Background: an optimization exercise with open tools, aiming at small area and a short achievable clock period. Do not read the settings as production practice.
Where RTL was checked, it was by simulation tests only, not by an equivalence proof against the original.

== north ==
Design servo_top, start of the top module:
module servo_top #(
	parameter int ADC_W     = servo_pkg::ADC_W,
	parameter int SIGNAL_W  = servo_pkg::SIGNAL_W,
	parameter int COEF_W    = servo_pkg::COEF_W,
	parameter int COEF_FRAC = servo_pkg::COEF_FRAC,
	parameter int DAC_W     = servo_pkg::DAC_W
) (
	input  logic                          clk1,
	input  logic                          i_rst_n,
	input  logic                          i_wb_cyc,
	input  logic                          i_wb_stb,
	input  logic                          i_wb_we,
	input  logic [servo_pkg::WB_AW-1:0]   i_wb_adr,
	input  logic [servo_pkg::WB_DW-1:0]   i_wb_dat,
	output logic [servo_pkg::WB_DW-1:0]   o_wb_dat,
	output logic                          o_wb_ack,
	input  logic signed [ADC_W-1:0]       i_adc0,
	input  logic signed [ADC_W-1:0]       i_adc1,
	input  logic                          i_sample_valid,
	output logic signed [DAC_W-1:0]       o_dac_word,
	output logic                          o_dac_valid,
	output logic signed [SIGNAL_W-1:0]    o_error,
	output logic [1:0]                    o_afe_gain0,
	output logic [1:0]                    o_afe_gain1
);
Size: about 3100 cells after synthesis, roughly 500 flip-flops.
==> flow/config.mk <==
export PLATFORM = sky130hd
export DESIGN_NAME = servo_top
export DESIGN_NICKNAME = servo_top
export VERILOG_FILES = /design/flow/design.v
export SDC_FILE = /design/flow/constraint.sdc
export NUM_CORES = 4
export LEC_CHECK = 0
export CAP_MARGIN = 20
export CORE_MARGIN = 2
export CORE_UTILIZATION = 40
export SLEW_MARGIN = 20
==> flow/constraint.sdc <==
create_clock -name core_clock -period 16.0 [get_ports {clk1}]
set_input_delay 3.2000 -clock core_clock [delete_from_list [all_inputs] [get_ports {clk1}]]
set_output_delay 3.2000 -clock core_clock [all_outputs]
set_load 0.01 [all_outputs]
standard.sh (not shown) runs the stock make flow with config.mk's settings and CLKGATE_MAP_FILE= SYNTH_SCRIPT=/design/flow/synth_recipe.tcl, a recipe that flattens the netlist after the stock synthesis.
==> flow/flow/run.sh <==
#!/bin/bash
# The standard layout, with port buffers that are plain buffers and timing
# repair that aims for more setup slack than the clock needs.
set -uo pipefail
cd "$(dirname "$0")/.."
bash standard.sh \
  SETUP_SLACK_MARGIN=11.5 \
  "BUFFER_PORTS_ARGS=-buffer_cell sky130_fd_sc_hd__buf_2" \
  finish > make.log 2>&1
status=$?
cp -r orfs/logs logs_orfs 2>/dev/null
exit $status
north: PASS, flow complete, no timing, DRC or antenna violations
> inputs changed (north -> south)
==> flow/run.sh (new file) <==
#!/bin/bash
# synth_recipe.tcl (not shown) runs the flow's synth.tcl, then flattens the netlist and writes it again
# the make line also repeats each setting of config.mk as NAME=value (left out here)
make -C /OpenROAD-flow-scripts/flow DESIGN_CONFIG=/design/flow/config.mk WORK_HOME=/design/flow/orfs CLKGATE_MAP_FILE= SYNTH_SCRIPT=/design/flow/synth_recipe.tcl finish
removed: flow/flow/run.sh
removed: flow/standard.sh
--- outcome ---
south ended with every stage complete and zero timing, DRC or antenna violations. On met1 track demand over resource: south sits above north. | post-route fraction of the period consumed by the critical path | higher: south |. Diff south..north | number of clock buffers in the layout | unchanged. Compared to north, south has footprint of the multi-input gates about 2% lower. south against north: placement-stage worst setup slack shows a reduction of 0.50 ns, non-clock buffer instance count of the final layout shows a reduction of 11.

---

## rev 12
servo_top, a different RTL version from the one above (not shown whole).
Size: ~3000 cells after synthesis, roughly 150 I/O pins.
export LEC_CHECK = 0
export CAP_MARGIN = 20
export CORE_MARGIN = 2
export CORE_UTILIZATION = 40
export SLEW_MARGIN = 20
create_clock -name core_clock -period 16.0 [get_ports {clk1}]
==> flow/flow/run.sh <==
#!/bin/bash
# The standard layout, with port buffers that are plain buffers and timing
# repair that aims for more setup slack than the clock needs. Make's output
# goes to make.log; ORFS keeps each tool's log under orfs/logs.
set -uo pipefail
cd "$(dirname "$0")/.."
bash standard.sh \
  "BUFFER_PORTS_ARGS=-buffer_cell sky130_fd_sc_hd__buf_2" \
  SETUP_SLACK_MARGIN=11.62 CTS_CLUSTER_SIZE=24 CTS_CLUSTER_DIAMETER=150 PLACE_DENSITY=0.8 REMOVE_ABC_BUFFERS=1 "BUFFER_PORTS_ARGS=-buffer_cell sky130_fd_sc_hd__buf_1" \
  finish > make.log 2>&1
status=$?
cp -r orfs/logs logs_orfs 2>/dev/null
exit $status
--- input diff rev 12..rev 13 ---
diff --git a/flow/flow/run.sh b/flow/flow/run.sh
--- a/flow/flow/run.sh
+++ b/flow/flow/run.sh
@@ -7,5 +7,5 @@
 bash standard.sh \
   "BUFFER_PORTS_ARGS=-buffer_cell sky130_fd_sc_hd__buf_2" \
-  SETUP_SLACK_MARGIN=11.62 CTS_CLUSTER_SIZE=24 CTS_CLUSTER_DIAMETER=150 PLACE_DENSITY=0.8 REMOVE_ABC_BUFFERS=1 "BUFFER_PORTS_ARGS=-buffer_cell sky130_fd_sc_hd__buf_1" \
+  SETUP_SLACK_MARGIN=11.66 CTS_CLUSTER_SIZE=24 CTS_CLUSTER_DIAMETER=150 PLACE_DENSITY=0.8 REMOVE_ABC_BUFFERS=1 "BUFFER_PORTS_ARGS=-buffer_cell sky130_fd_sc_hd__buf_1" \
   finish > make.log 2>&1
 status=$?
## What came out
Rev 13 reached the final stage; the timing, design-rule and antenna checks on its layout passed. On total track usage, rev 13 and rev 12 are basically level. Fraction of standard cell area that is sequential: rev 13 vs rev 12, no meaningful difference. Delta (rev 13 minus rev 12): area occupied by multi-input gates saw little to no change.
No run of this note included a check of the RTL's function; only the layout flow was run.

---

## maple
servo_top, a different RTL version from the one above (not shown whole).
For scale: roughly 3100 cells after synthesis, ~150 I/O pins.
clock: 16.0 ns
lec_check: 0
cap_margin: 20
core_margin: 2
core_utilization: 40
slew_margin: 20
==> flow/flow/run.sh <==
#!/bin/bash
# The standard layout, with port buffers that are plain buffers and timing
# repair that aims for more setup slack than the clock needs. Make's output
# goes to make.log; ORFS keeps each tool's log under orfs/logs.
set -uo pipefail
cd "$(dirname "$0")/.."
bash standard.sh \
  "BUFFER_PORTS_ARGS=-buffer_cell sky130_fd_sc_hd__buf_2" \
  SETUP_SLACK_MARGIN=11.8 CTS_CLUSTER_SIZE=30 "CTS_BUF_LIST=sky130_fd_sc_hd__clkbuf_8" \
  finish > make.log 2>&1
status=$?
cp -r orfs/logs logs_orfs 2>/dev/null
exit $status
#### Input delta (fjord over maple)
-- flow/flow/run.sh --
<<< maple, line 9
  SETUP_SLACK_MARGIN=11.8 CTS_CLUSTER_SIZE=30 "CTS_BUF_LIST=sky130_fd_sc_hd__clkbuf_8" \
>>> fjord, line 9
  SETUP_SLACK_MARGIN=11.62 CTS_CLUSTER_SIZE=20 CTS_CLUSTER_DIAMETER=150 GPL_TIMING_DRIVEN=0 \
Findings:
- Cmp fjord and maple / clock transition at the registers of the reported paths / higher: fjord
- Comparing sequential share of layout area for fjord and maple, the bigger number came from fjord.
Here is what was changed in the inputs of nickel compared with fjord.
-- flow/flow/run.sh --
<<< fjord, line 9
  SETUP_SLACK_MARGIN=11.62 CTS_CLUSTER_SIZE=20 CTS_CLUSTER_DIAMETER=150 GPL_TIMING_DRIVEN=0 \
>>> nickel, line 9
  SETUP_SLACK_MARGIN=11.62 CTS_CLUSTER_SIZE=20 CTS_CLUSTER_DIAMETER=150 PLACE_DENSITY=0.8 \
--- outcome ---
- A capture point of the critical path of o_wb_dat[20] is what fjord shows, while o_afe_gain0[0] belongs to nickel.
- nickel against fjord: worst-skew pair later-pin latency lower, utilization lost 1.8 points.
Input changes introduced in cedar (baseline for comparison: nickel):
-- flow/flow/run.sh --
<<< nickel, line 9
  SETUP_SLACK_MARGIN=11.62 CTS_CLUSTER_SIZE=20 CTS_CLUSTER_DIAMETER=150 PLACE_DENSITY=0.8 \
>>> cedar, line 9
  SETUP_SLACK_MARGIN=11.8 CTS_CLUSTER_SIZE=20 CTS_CLUSTER_DIAMETER=150 \
Notes after the runs:
For nickel and cedar, there was not a single run that failed to finish clean. nickel and cedar ended up with nearly the same part of the cycle the worst path needs. As far as cell area reported after detailed placement is concerned, cedar and nickel perform about the same. | final-stage net count | lower: nickel |. Final wirelength: cedar > nickel. Diff nickel -> cedar: count of non-filler cells in the finished layout went up by 16; normalized max-slew margin went down by 3.8 points.
[inputs] zinc vs cedar
-- flow/flow/run.sh --
<<< cedar, line 8
>>> zinc, line 8
  SETUP_SLACK_MARGIN=11.8 CORE_UTILIZATION=65 PLACE_DENSITY=0.75 \
<<< cedar, line 9
  SETUP_SLACK_MARGIN=11.8 CTS_CLUSTER_SIZE=20 CTS_CLUSTER_DIAMETER=150 \
>>> zinc, line 10
### Flow results
zinc: no failed stages, no open violations at the end. Higher routed length per instance goes to zinc over cedar. Delta (zinc minus cedar): final cell area excluding filler cells moved up, worst setup slack lost 0.0054 ns. On final cell count, the lower figure sits with zinc, not cedar.

---

servo_top again, from the RTL that the note above started with.
clock: 16.0 ns
lec_check: 0
cap_margin: 20
core_margin: 2
core_utilization: 40
slew_margin: 20
==> flow/flow/run.sh <==
#!/bin/bash
# The standard layout, with port buffers that are plain buffers and timing
# repair that aims for more setup slack than the clock needs. Make's output
# goes to make.log; ORFS keeps each tool's log under orfs/logs.
set -uo pipefail
cd "$(dirname "$0")/.."
bash standard.sh \
  "BUFFER_PORTS_ARGS=-buffer_cell sky130_fd_sc_hd__buf_2" \
  SETUP_SLACK_MARGIN=11.5 CTS_CLUSTER_SIZE=20 CTS_CLUSTER_DIAMETER=150 \
  finish > make.log 2>&1
status=$?
cp -r orfs/logs logs_orfs 2>/dev/null
exit $status
The starting point completed with no timing, DRC or antenna violations.
==> next run, changes <==
--- a/flow/flow/run.sh
+++ b/flow/flow/run.sh
@@ -7,0 +8 @@
+  SETUP_SLACK_MARGIN=11.8 \
@@ -9 +9,0 @@
-  SETUP_SLACK_MARGIN=11.5 CTS_CLUSTER_SIZE=20 CTS_CLUSTER_DIAMETER=150 \
=> Worst hold slack stays flat; count of clock-buffer cells in the layout is higher by 25; via count is higher by 2.4%; wire length is higher by 2.3%; first-iteration DRC count is lower by 11%; cell area is higher by 5.3%; clock skew is lower by 0.034 ns.
==> next run, changes <==
--- a/flow/flow/run.sh
+++ b/flow/flow/run.sh
@@ -8 +7,0 @@
-  SETUP_SLACK_MARGIN=11.8 \
@@ -9,0 +9 @@
+  SETUP_SLACK_MARGIN=11.8 CTS_CLUSTER_SIZE=26 CTS_CLUSTER_DIAMETER=100 \
After rerunning:
- sequential cell count does not change
- core utilization shrinks by 1.1 points
- worst setup slack got worse by 0.014 ns
- final cell count went down slightly
- wire length came out lower slightly

==> separate check: timing with driven ports <==
Ports are ideal in the flow. The routed layouts listed here were re-timed in OpenROAD.
Step 1 sets driving cells, clkbuf_16 on the clock port and buf_2 on the other inputs (assumed; they add their load-dependent delay and slew).
Step 2 adds t to the input delays and takes it off the output delays; t is the mean of the earliest and latest rising clock arrival at the registers after step 1. Input paths then give back, and output paths get back, about the clock's delay inside the block.
a / b / c = ideal / step 1 / step 2; a / b = the first two.
| run | t, ns | slack for setup (ns) | worst setup path at the end |
|---|---|---|---|
| north | 0.687 | 11.462 / 11.393 / 10.868 | input to register |
| south | 0.682 | 10.778 / 10.804 / 10.122 | input to register |
| rev 12 | 0.631 | 11.620 / 11.565 / 11.033 | input to register |
| rev 13 | 0.632 | 11.628 / 11.573 / 11.059 | input to register |
| maple | 0.764 | 11.487 / 11.423 / 11.054 | input to register |
| fjord | 0.689 | 11.480 / 11.415 / 10.950 | input to register |
| nickel | 0.666 | 11.527 / 11.465 / 11.048 | input to register |
| cedar | 0.683 | 11.548 / 11.487 / 11.154 | input to register |
| zinc | 0.678 | 11.543 / 11.480 / 11.121 | input to register |
| the first run of note 4 | 0.681 | 11.516 / 11.489 / 10.854 | input to register |
| the second run of note 4 | 0.697 | 11.563 / 11.498 / 11.136 | input to register |
| the third run of note 4 | 0.690 | 11.548 / 11.486 / 11.137 | input to register |
After both steps every run listed still meets setup and hold. The setup slack of the first run of note 4, which loses most, moves by -0.027 ns with the drivers and by -0.662 ns with both steps.
